Context: an optimization exercise on an open-source flow, tuned for a short achievable clock period and few clock cycles. The choices shown serve that exercise and are no tape-out recipe. The RTL was checked by simulation tests, not by an equivalence proof against the original design. Power is estimated from default activity; no workload was simulated.

`design/flow/config.mk`:
```
export PLATFORM = sky130hd
export DESIGN_NAME = cpu_core
export DESIGN_NICKNAME = cpu_core
export VERILOG_FILES = /design/flow/design.v
export SDC_FILE = /design/flow/constraint.sdc
export NUM_CORES = 4
export LEC_CHECK = 0
export ABC_CLOCK_PERIOD_IN_PS = 2500
export CAP_MARGIN = 20
export CORE_MARGIN = 2
export CORE_UTILIZATION = 50
export SETUP_SLACK_MARGIN = 5
export SLEW_MARGIN = 20
export TNS_END_PERCENT = 100
```
`design/flow/constraint.sdc`:
```
create_clock -name core_clock -period 8.0 [get_ports {clk}]
set_input_delay 1.6000 -clock core_clock [delete_from_list [all_inputs] [get_ports {clk}]]
set_output_delay 1.6000 -clock core_clock [all_outputs]
set_load 0.01 [all_outputs]
```
`design/flow/design.v`:
```
package cpu_pkg;
    typedef logic [32-1:0] word_t;
    typedef logic [32-1:0] addr_t;      
    typedef logic [5-1:0]  reg_idx_t;
    typedef logic [4:0] alu_op_t;
    typedef logic [1:0] a_sel_t;
    typedef logic [1:0] b_sel_t;
    typedef logic [1:0] wb_sel_t;                
    typedef logic       dst_sel_t;               
    typedef logic [1:0] br_sel_t;
endpackage
`timescale 1ns/10ps
module reg_file (
    input  logic        clk,
    input  logic        rst,
    input  logic [4:0]  i_rs_idx,
    input  logic [4:0]  i_rt_idx,
    input  logic [4:0]  i_w_idx,         
    input  logic [31:0] i_w_data,
    output logic [31:0] o_rs_data,
    output logic [31:0] o_rt_data
);
    logic [31:0] regs [1:31];
    logic [31:1] vld;
    always_comb begin
        o_rs_data = '0;
        o_rt_data = '0;
        for (int i = 1; i < 32; i++) begin
            o_rs_data = o_rs_data | ({32{vld[i] && i_rs_idx == 5'(i)}} & regs[i]);
            o_rt_data = o_rt_data | ({32{vld[i] && i_rt_idx == 5'(i)}} & regs[i]);
        end
    end
    always_ff @(posedge clk) begin
        if (rst)
            vld <= '0;
        else
            for (int i = 1; i < 32; i++)
                if (i_w_idx == 5'(i))
                    vld[i] <= 1'b1;
    end
    always_ff @(posedge clk) begin
        for (int i = 1; i < 32; i++)
            if (i_w_idx == 5'(i))
                regs[i] <= i_w_data;
    end
endmodule
`timescale 1ns/10ps
module cpu_core (
    input  logic            clk,
    input  logic            rst,
    output cpu_pkg::addr_t  o_inst_addr,
    input  cpu_pkg::word_t  i_inst,
    input  logic            i_inst_valid,
    output cpu_pkg::addr_t  o_data_addr,
    input  cpu_pkg::word_t  i_data_in,
    output cpu_pkg::word_t  o_data_out,
    output logic            o_data_we,
    output logic            o_data_rd,
    input  logic            i_data_ready
);
    localparam logic [1:0] FW_NONE = 2'd0;
    localparam logic [1:0] FW_M    = 2'd1;       
    localparam logic [1:0] FW_W    = 2'd2;       
    localparam logic [1:0] FW_LD   = 2'd3;       
    logic        stall;
    assign stall = ~i_data_ready;
    logic [31:2] pc;
    logic [31:2] pc1;
    logic [5:0]  f_op, f_fn;
    logic [4:0]  f_rs, f_rt, f_rd;
    logic [15:0] f_imm;
    logic        f_special, f_r_ok, f_r_shimm, f_r_shv, f_lui;
    logic        f_i_alu, f_lw, f_sw, f_beq, f_bne, f_j, f_br;
    logic        f_wen, f_uses_rs, f_uses_rt, f_b_imm;
    logic [4:0]  f_dst;
    logic [31:0] f_immv;
    logic [10:0] f_alu;      
    logic        f_pred;
    logic [31:2] f_btgt, f_jtgt;
    logic        hazard, issue;
    logic [31:0] rf_rs, rf_rt, f_rsv, f_rtv;
    logic [1:0]  f_fa, f_fb, f_fs;
    logic [31:0] e_a, e_b, e_s;
    logic [1:0]  e_fa, e_fb, e_fs;
    logic [10:0] e_alu;
    logic        e_shv;
    logic [4:0]  e_shamt;
    logic [4:0]  e_dst;
    logic        e_ld, e_st, e_br, e_bne, e_pred;
    logic [31:2] e_alt;
    logic [31:0] a, b, s, sum, alu;
    logic [4:0]  amt;
    logic        e_eq, e_taken, e_misp;
    logic [31:0] m_res, m_sd;
    logic        m_rd, m_we;
    logic [4:0]  m_dst;
    logic [31:0] w_data;
    logic [4:0]  w_dst;
    assign o_inst_addr = {pc, 2'b00};
    assign f_op  = i_inst[31:26];
    assign f_fn  = i_inst[5:0];
    assign f_rs  = i_inst[25:21];
    assign f_rt  = i_inst[20:16];
    assign f_rd  = i_inst[15:11];
    assign f_imm = i_inst[15:0];
    always_comb begin
        f_special = (f_op == 6'b000000);
        f_r_shimm = f_special && (f_fn == 6'b000000 || f_fn == 6'b000010 || f_fn == 6'b000011);
        f_r_shv   = f_special && (f_fn == 6'b000100 || f_fn == 6'b000110 || f_fn == 6'b000111);
        f_r_ok    = f_r_shimm || f_r_shv ||
                    (f_special && (f_fn[5:4] == 2'b10) &&
                     (f_fn[3:2] == 2'b00 || f_fn[3:2] == 2'b01 || f_fn[3:1] == 3'b101));
        f_i_alu   = (f_op[5:3] == 3'b001);
        f_lui     = (f_op == 6'b001111);
        f_lw      = (f_op == 6'b100011);
        f_sw      = (f_op == 6'b101011);
        f_beq     = (f_op == 6'b000100);
        f_bne     = (f_op == 6'b000101);
        f_br      = f_beq || f_bne;
        f_j       = (f_op == 6'b000010);
        f_wen     = f_r_ok || f_i_alu || f_lw;
        f_dst     = !f_wen ? 5'd0 : f_special ? f_rd : f_rt;
        f_uses_rs = (f_r_ok && !f_r_shimm) || (f_i_alu && !f_lui) || f_lw || f_sw || f_br;
        f_uses_rt = f_r_ok || f_sw || f_br;
        f_b_imm   = f_i_alu || f_lw || f_sw;
        if (f_lui)
            f_immv = {f_imm, 16'b0};
        else if (f_i_alu && f_op[2])             
            f_immv = {16'b0, f_imm};
        else
            f_immv = {{16{f_imm[15]}}, f_imm};
        f_alu = '0;
        if (f_special) begin
            case (f_fn)
                6'b100000, 6'b100001:   f_alu[0]  = 1'b1;
                6'b100010, 6'b100011:   f_alu[1]  = 1'b1;
                6'b100100:                 f_alu[2]  = 1'b1;
                6'b100101:                  f_alu[3]  = 1'b1;
                6'b100110:                 f_alu[4]  = 1'b1;
                6'b100111:                 f_alu[5]  = 1'b1;
                6'b101010:                 f_alu[6]  = 1'b1;
                6'b101011:                f_alu[7]  = 1'b1;
                6'b000000, 6'b000100:   f_alu[8]  = 1'b1;
                6'b000010, 6'b000110:   f_alu[9]  = 1'b1;
                6'b000011, 6'b000111:   f_alu[10] = 1'b1;
                default: ;
            endcase
        end else begin
            case (f_op)
                6'b001010:  f_alu[6] = 1'b1;
                6'b001011: f_alu[7] = 1'b1;
                6'b001100:  f_alu[2] = 1'b1;
                6'b001101:   f_alu[3] = 1'b1;
                6'b001110:  f_alu[4] = 1'b1;
                default:       f_alu[0] = 1'b1;   
            endcase
        end
    end
    assign f_pred = f_beq ? (f_rs == f_rt || f_imm[15]) :
                    f_bne ? (f_rs != f_rt) : 1'b0;
    logic [16:0] tgt_lo;
    logic [13:0] hi, hi_p1, hi_m1;
    assign pc1    = pc + 30'd1;
    assign hi     = pc1[31:18];
    assign hi_p1  = hi + 14'd1;
    assign hi_m1  = hi - 14'd1;
    assign tgt_lo = {1'b0, pc1[17:2]} + {1'b0, f_imm};
    assign f_btgt = {f_imm[15] ? (tgt_lo[16] ? hi : hi_m1) : (tgt_lo[16] ? hi_p1 : hi),
                     tgt_lo[15:0]};
    assign f_jtgt = {pc[31:28], i_inst[25:0]};
    reg_file i_reg_file (
        .clk       (clk),
        .rst       (rst),
        .i_rs_idx  (f_rs),
        .i_rt_idx  (f_rt),
        .i_w_idx   (w_dst),
        .i_w_data  (w_data),
        .o_rs_data (rf_rs),
        .o_rt_data (rf_rt)
    );
    assign f_rsv = (w_dst != 5'd0 && w_dst == f_rs) ? w_data : rf_rs;
    assign f_rtv = (w_dst != 5'd0 && w_dst == f_rt) ? w_data : rf_rt;
    function automatic logic [1:0] fsel(input logic [4:0] r, input logic [4:0] ed, input logic eld,
                                        input logic [4:0] md);
        if (r != 5'd0 && r == ed)
            fsel = eld ? FW_LD : FW_M;
        else if (r != 5'd0 && r == md)
            fsel = FW_W;
        else
            fsel = FW_NONE;
    endfunction
    assign f_fa = f_lui   ? FW_NONE : fsel(f_rs, e_dst, e_ld, m_dst);
    assign f_fb = f_b_imm ? FW_NONE : fsel(f_rt, e_dst, e_ld, m_dst);
    assign f_fs = fsel(f_rt, e_dst, e_ld, m_dst);
    assign hazard = e_ld && e_dst != 5'd0 &&
                    ((f_uses_rs && f_rs == e_dst) || (f_uses_rt && !f_sw && f_rt == e_dst));
    assign issue = i_inst_valid && !hazard && !e_misp;
    always_comb begin
        case (e_fa)
            FW_M:    a = m_res;
            FW_W:    a = w_data;
            default: a = e_a;
        endcase
        case (e_fb)
            FW_M:    b = m_res;
            FW_W:    b = w_data;
            default: b = e_b;
        endcase
        case (e_fs)
            FW_M:    s = m_res;
            FW_W:    s = w_data;
            FW_LD:   s = i_data_in;
            default: s = e_s;
        endcase
    end
    logic e_sub;
    assign e_sub = e_alu[1] | e_alu[6] | e_alu[7];
    assign sum   = a + (b ^ {32{e_sub}}) + {31'b0, e_sub};
    assign amt   = e_shv ? a[4:0] : e_shamt;
    always_comb begin
        logic slt, sltu;
        slt  = (a[31] ^ b[31]) ? a[31] : sum[31];
        sltu = (a[31] ^ b[31]) ? b[31] : sum[31];
        alu  = ({32{e_alu[0] | e_alu[1]}} & sum)
             | ({32{e_alu[2]}} & (a & b))
             | ({32{e_alu[3]}} & (a | b))
             | ({32{e_alu[4]}} & (a ^ b))
             | ({32{e_alu[5]}} & ~(a | b))
             | {31'b0, (e_alu[6] & slt) | (e_alu[7] & sltu)}
             | ({32{e_alu[8]}} & (b << amt))
             | ({32{e_alu[9]}} & (b >> amt))
             | ({32{e_alu[10]}} & 32'($signed(b) >>> amt));
    end
    assign e_eq    = (a == b);
    assign e_taken = e_bne ? !e_eq : e_eq;
    assign e_misp  = e_br && (e_taken != e_pred);
    assign o_data_addr = m_res;
    assign o_data_out  = m_sd;
    assign o_data_rd   = m_rd;
    assign o_data_we   = m_we;
    always_ff @(posedge clk) begin
        if (rst)
            pc <= '0;
        else if (!stall) begin
            if (e_misp)
                pc <= e_alt;
            else if (!i_inst_valid || hazard)
                pc <= pc;
            else if (f_j)
                pc <= f_jtgt;
            else if (f_pred)
                pc <= f_btgt;
            else
                pc <= pc1;
        end
    end
    always_ff @(posedge clk) begin
        if (rst) begin
            e_dst <= '0;
            e_ld  <= 1'b0;
            e_st  <= 1'b0;
            e_br  <= 1'b0;
        end else if (!stall) begin
            e_dst <= issue ? f_dst : 5'd0;
            e_ld  <= issue && f_lw;
            e_st  <= issue && f_sw;
            e_br  <= issue && f_br;
        end
    end
    always_ff @(posedge clk) begin
        if (!stall) begin
            e_a     <= f_lui ? 32'd0 : f_rsv;
            e_b     <= f_b_imm ? f_immv : f_rtv;
            e_s     <= f_rtv;
            e_fa    <= f_fa;
            e_fb    <= f_fb;
            e_fs    <= f_fs;
            e_alu   <= f_alu;
            e_shv   <= f_r_shv;
            e_shamt <= i_inst[10:6];
            e_bne   <= f_bne;
            e_pred  <= f_pred;
            e_alt   <= f_pred ? pc1 : f_btgt;
        end
    end
    always_ff @(posedge clk) begin
        if (rst) begin
            m_rd  <= 1'b0;
            m_we  <= 1'b0;
            m_dst <= '0;
        end else if (!stall) begin
            m_rd  <= e_ld;
            m_we  <= e_st;
            m_dst <= e_dst;
        end
    end
    always_ff @(posedge clk) begin
        if (!stall) begin
            m_res <= alu;
            m_sd  <= s;
        end
    end
    always_ff @(posedge clk) begin
        if (rst)
            w_dst <= '0;
        else if (!stall)
            w_dst <= m_dst;
    end
    always_ff @(posedge clk) begin
        if (!stall)
            w_data <= m_rd ? i_data_in : m_res;
    end
endmodule
```
`design/flow/run.sh`:
```
#!/bin/bash
# synth_recipe.tcl (not shown) runs the flow's synth.tcl, then flattens the netlist and writes it again
# the make line also repeats each setting of config.mk as NAME=value (left out here)
make -C /OpenROAD-flow-scripts/flow DESIGN_CONFIG=/design/flow/config.mk WORK_HOME=/design/flow/orfs CLKGATE_MAP_FILE= SYNTH_SCRIPT=/design/flow/synth_recipe.tcl finish
```
==> summary.txt <==
Outcome
  • Outcome: timing/DRC/antenna clean

Global routing
  • Initial antenna violation count: 26
  • Remaining Overflow, GRT: 0
  • Vias in the first global route: roughly 60k
  • Largest net degree at the start of global routing: 80
  • First-pass GRT wire length: between 400 and 500 mm
  • Gr usage total: a little over half

Placed design
  • Final GP Congestion: ~1.0
  • Dpl hpwl: 198 mm
  • IO Port Bufs: 163
  • Post-place instance area: ~72,000 um2
  • Inst Count DP: 7,082

Floorplan
  • Die width: 369 um
  • I/O pin count: 166
  • Initial Util: 50.5%
  • Rows: 133
  • Core Area: roughly 130,000 um2
  • Die area: roughly 140,000 um2
  • Die H: 369 um

Clock tree
  • TritonCTS clock tree: done
  • Clk slew on worst S/H paths: around 0.060 ns
  • Skew-Pair Late Insertion Delay: a little over 0.8 ns
  • TritonCTS buffer count: 145
  • Clock Root Buffer: clkbuf_16
  • Hold_buf cts: 0
  • CTS H-Tree Depth: 4
  • Clock sinks: 1,320
  • Clock Path Buffers: 3

Synthesis
  • Most used DFF post-synth: edfxtp_1
  • Top area cells in the synthesized netlist: edfxtp_1, a22oi_1, a221oi_1
  • Cells after synthesis: 5,417
  • Synth warn: 3
  • Async SR Flop Fraction: 0%
  • Post-Syn Area: 66,500 um2
  • Synth Register Bits: ~1.3k
  • Mapped Avg Cell Area: 12.3 um2
  • Cell accounting for the most synthesized area: edfxtp_1
  • Post-synth EDFFs: 1,239
  • Synth cell types: 94
  • Synth top area share: 56.0%
  • Post-synthesis sequential area ratio: 58.4%

Final layout
  • Post-Layout Cell Count: 8,296
  • P&R area growth vs syn: 39.4%
  • Final #Nets: 6,581
  • Layout cell share with drive strength beyond 1: 39.3%
  • Fin util: 70.4%
  • # fillers: 8,904
  • Final instance area: 92,600 um2

Timing
  • Final setup viols: 0
  • RSZ-0062 raised after global routing: true
  • Setup Skew: about 0.047 ns
  • Setup tns final: 0 ns
  • Slew margin rel.: 16.5%
  • Final Cycle Share: 53.9%
  • Slew @ Worst Pin: around 1.3 ns
  • Slew Limit Fails: 0
  • Hold Slack: roughly 0.51 ns
  • Final Critical Period: 4.31 ns
  • Final hold violation count: 0
  • Fmax: 232 MHz

Pwr
  • Combinational cell fraction of total power: 18.6%
  • Peak supply drop: ~0.00017 V
  • Sw power: 5.09 mW
  • Pint: 13.1 mW
  • Clk pwr share: 38.3%
  • Pwr Density: 196 nW/um2
  • Leakage: 32.8 nW
  • Switching part of the total: 28.0%
  • Reg power frac: between 40% and 50%

Routing
  • TritonRoute pass-1 iters: 15
  • Routed vias/inst: 8.04
  • WL per Instance: ~45 um
  • Post-DRT Antenna Nets: 0
  • Drt total wl: between 300 and 400 mm
  • Detailed Route Iter0 Violations: 15.3k
  • DR vias: 66.7k
  • DR DRC count: 0

Setup path
  • Critical path class: reg -> reg
  • CP Data Arrival Time: 4.83 ns
  • Crit start category: flip-flop
  • Worst EP required: 8.52 ns
  • CP endpoint kind: flip-flop
  • Worst Path Max Fanout: 7

Hold path
  • HP Class: reg -> reg

Flow run
  • Max-cap violations: 0
[critical path: stages (launching register included)]
cell,delay (ns)
edfxtp_1,0.44
inv_1,0.12
ha_4,0.17
buf_12,0.13
buf_4,0.19
a22oi_1,0.08
o21ai_1,0.33
ha_2,0.38
a21o_1,0.17
a21o_1,0.21
a21oi_2,0.22
and3_4,0.26
o211ai_1,0.23
nand2_2,0.28
o41a_1,0.19
a31oi_2,0.15
or4_4,0.49
[area by class of cell]
type	count	area, um2	area share (%)
repair buffers	1283	14100	15.2
repair inverters	1	30.0	0.0324
inverters	106	419	0.453
clock buffers	181	3890	4.20
multi-input cells	3537	32000	34.6
clock inverters	85	918	0.992
well taps	1755	2200	2.37
flip-flops and latches	1320	38900	42.0
diodes	28	70.1	0.0756
[timing repair]
action	in CTS	in global routing
buffers inserted	655	210
gates resized for setup	1666	312
pin swaps	379	312
endpoints found under the setup margin	367	342
cloned	47	7
[synthesized netlist by cell type (67+ instances only)]
cell / instances
a22o_1: 296
nand3_1: 139
mux2i_1: 161
ha_1: 117
edfxtp_1: 1239
nor2_1: 342
nand4_1: 142
a22oi_1: 430
nor3_1: 67
mux2_2: 67
nand2_1: 272
a21oi_1: 173
xnor2_1: 94
a221oi_1: 304
inv_1: 105
clkbuf_1: 397
and3_1: 88
dfxtp_1: 81
o21ai_0: 185
[state kept, by name, summed over array words and instances, names as in the netlist, 31 cells and up]
register	flops
e_b	32
e_a	32
m_res	32
m_sd	32
i_reg_file.vld	31
w_data	32
i_reg_file.regs	992
e_s	32
[stage by stage]
step                      setup WS (ns)  power, mW
after floorplan                    4.17       9.40
after global placement             2.15       10.3
after detailed placement           2.17       10.3
after CTS                          3.89       17.7
after global routing               3.65       18.5
final                              3.69       18.2
[power by group through the flow]
stage          Combinational (mW)  Sequential (mW)  Clock, mW
6_report                     3.38             7.83       6.97
4_1_cts                      3.01             7.82       6.90
2_1_floorplan                1.38             8.02          0
5_1_grt                      3.47             7.83       7.18
3_3_place_gp                 2.23             8.02          0
3_5_place_dp                 2.25             8.01          0
[cells by family after synthesis]
| group | synth area share [%] |
|---|---|
| AO/OA/AOI/OAI | 20.5 |
| XOR/XNOR | 1.95 |
| adder cells (fa/ha/maj) | 2.26 |
| buffers and inverters | 3.29 |
| flip-flops | 58.4 |
| multiplexers | 4.67 |
| other | 0.00564 |
| AND/OR/NAND/NOR | 8.91 |
[path summary, 6_finish.rpt]
| path | startpoint | end | slack, ns | cells after the start |
|---|---|---|---|---|
| setup / recovery | e_fa[1] | m_res[31] | 3.69 | 16 |
| hold / removal | pc[10] | pc[10] | 0.51 | 2 |
| setup reg to reg | e_fa[1] | m_res[31] | 3.69 | 16 |
| hold reg to reg | pc[10] | pc[10] | 0.51 | 2 |
[cell usage in the layout, fill, tap and decap left out, types with 67 or more instances in the layout]
cell	n
nand4_1	142
nand2_1	250
buf_4	684
nor2_1	278
mux2i_1	126
a221oi_1	67
clkbuf_16	155
buf_6	215
nand3_1	129
ha_1	67
o21ai_0	79
inv_1	75
a21oi_1	107
buf_12	184
xnor2_1	80
a22o_1	295
and3_4	73
a221oi_2	228
edfxtp_1	1239
a22oi_1	380
[metal layers]
metal  track usage, %  wire length, um  up-vias
li1                 -                -    24200
met3             29.3            73300     2466
met1             67.1           125000    32200
met4             36.4            37600       37
met5             4.56              881        -
met2             68.4           140000     7853
Testbench counts, summed over its fixed seeds: cycles 15,994.

-- separate check: timing with driven ports --
The results above use ideal ports. As a check the final layout listed here was re-extracted and re-timed, cells and wires unchanged.
Step 1 sets driving cells, clkbuf_16 on the clock port and buf_2 on the other inputs (assumed; they add their load-dependent delay and slew).
Step 2 moves the port delays by t, midway between the first and last clock arrival at a register: inputs arrive t later, outputs are due t later. That takes back most of the time a late clock gives input paths.
a / b / c = ideal ports / drivers / drivers and shift; a / b = the first two.
shift t [ns]: 0.875
slack for setup (ns): 3.686 / 3.686 / 3.515
worst hold slack (ns): 0.505 / 0.505 / 0.505
clock arrival spread, ns: 0.051 / 0.050
worst slew at a driven data input, ns: 0.18
After both steps this run still meets setup and hold. For this run, drivers alone change the setup slack by 0.000 ns; drivers and shift together by -0.171 ns.
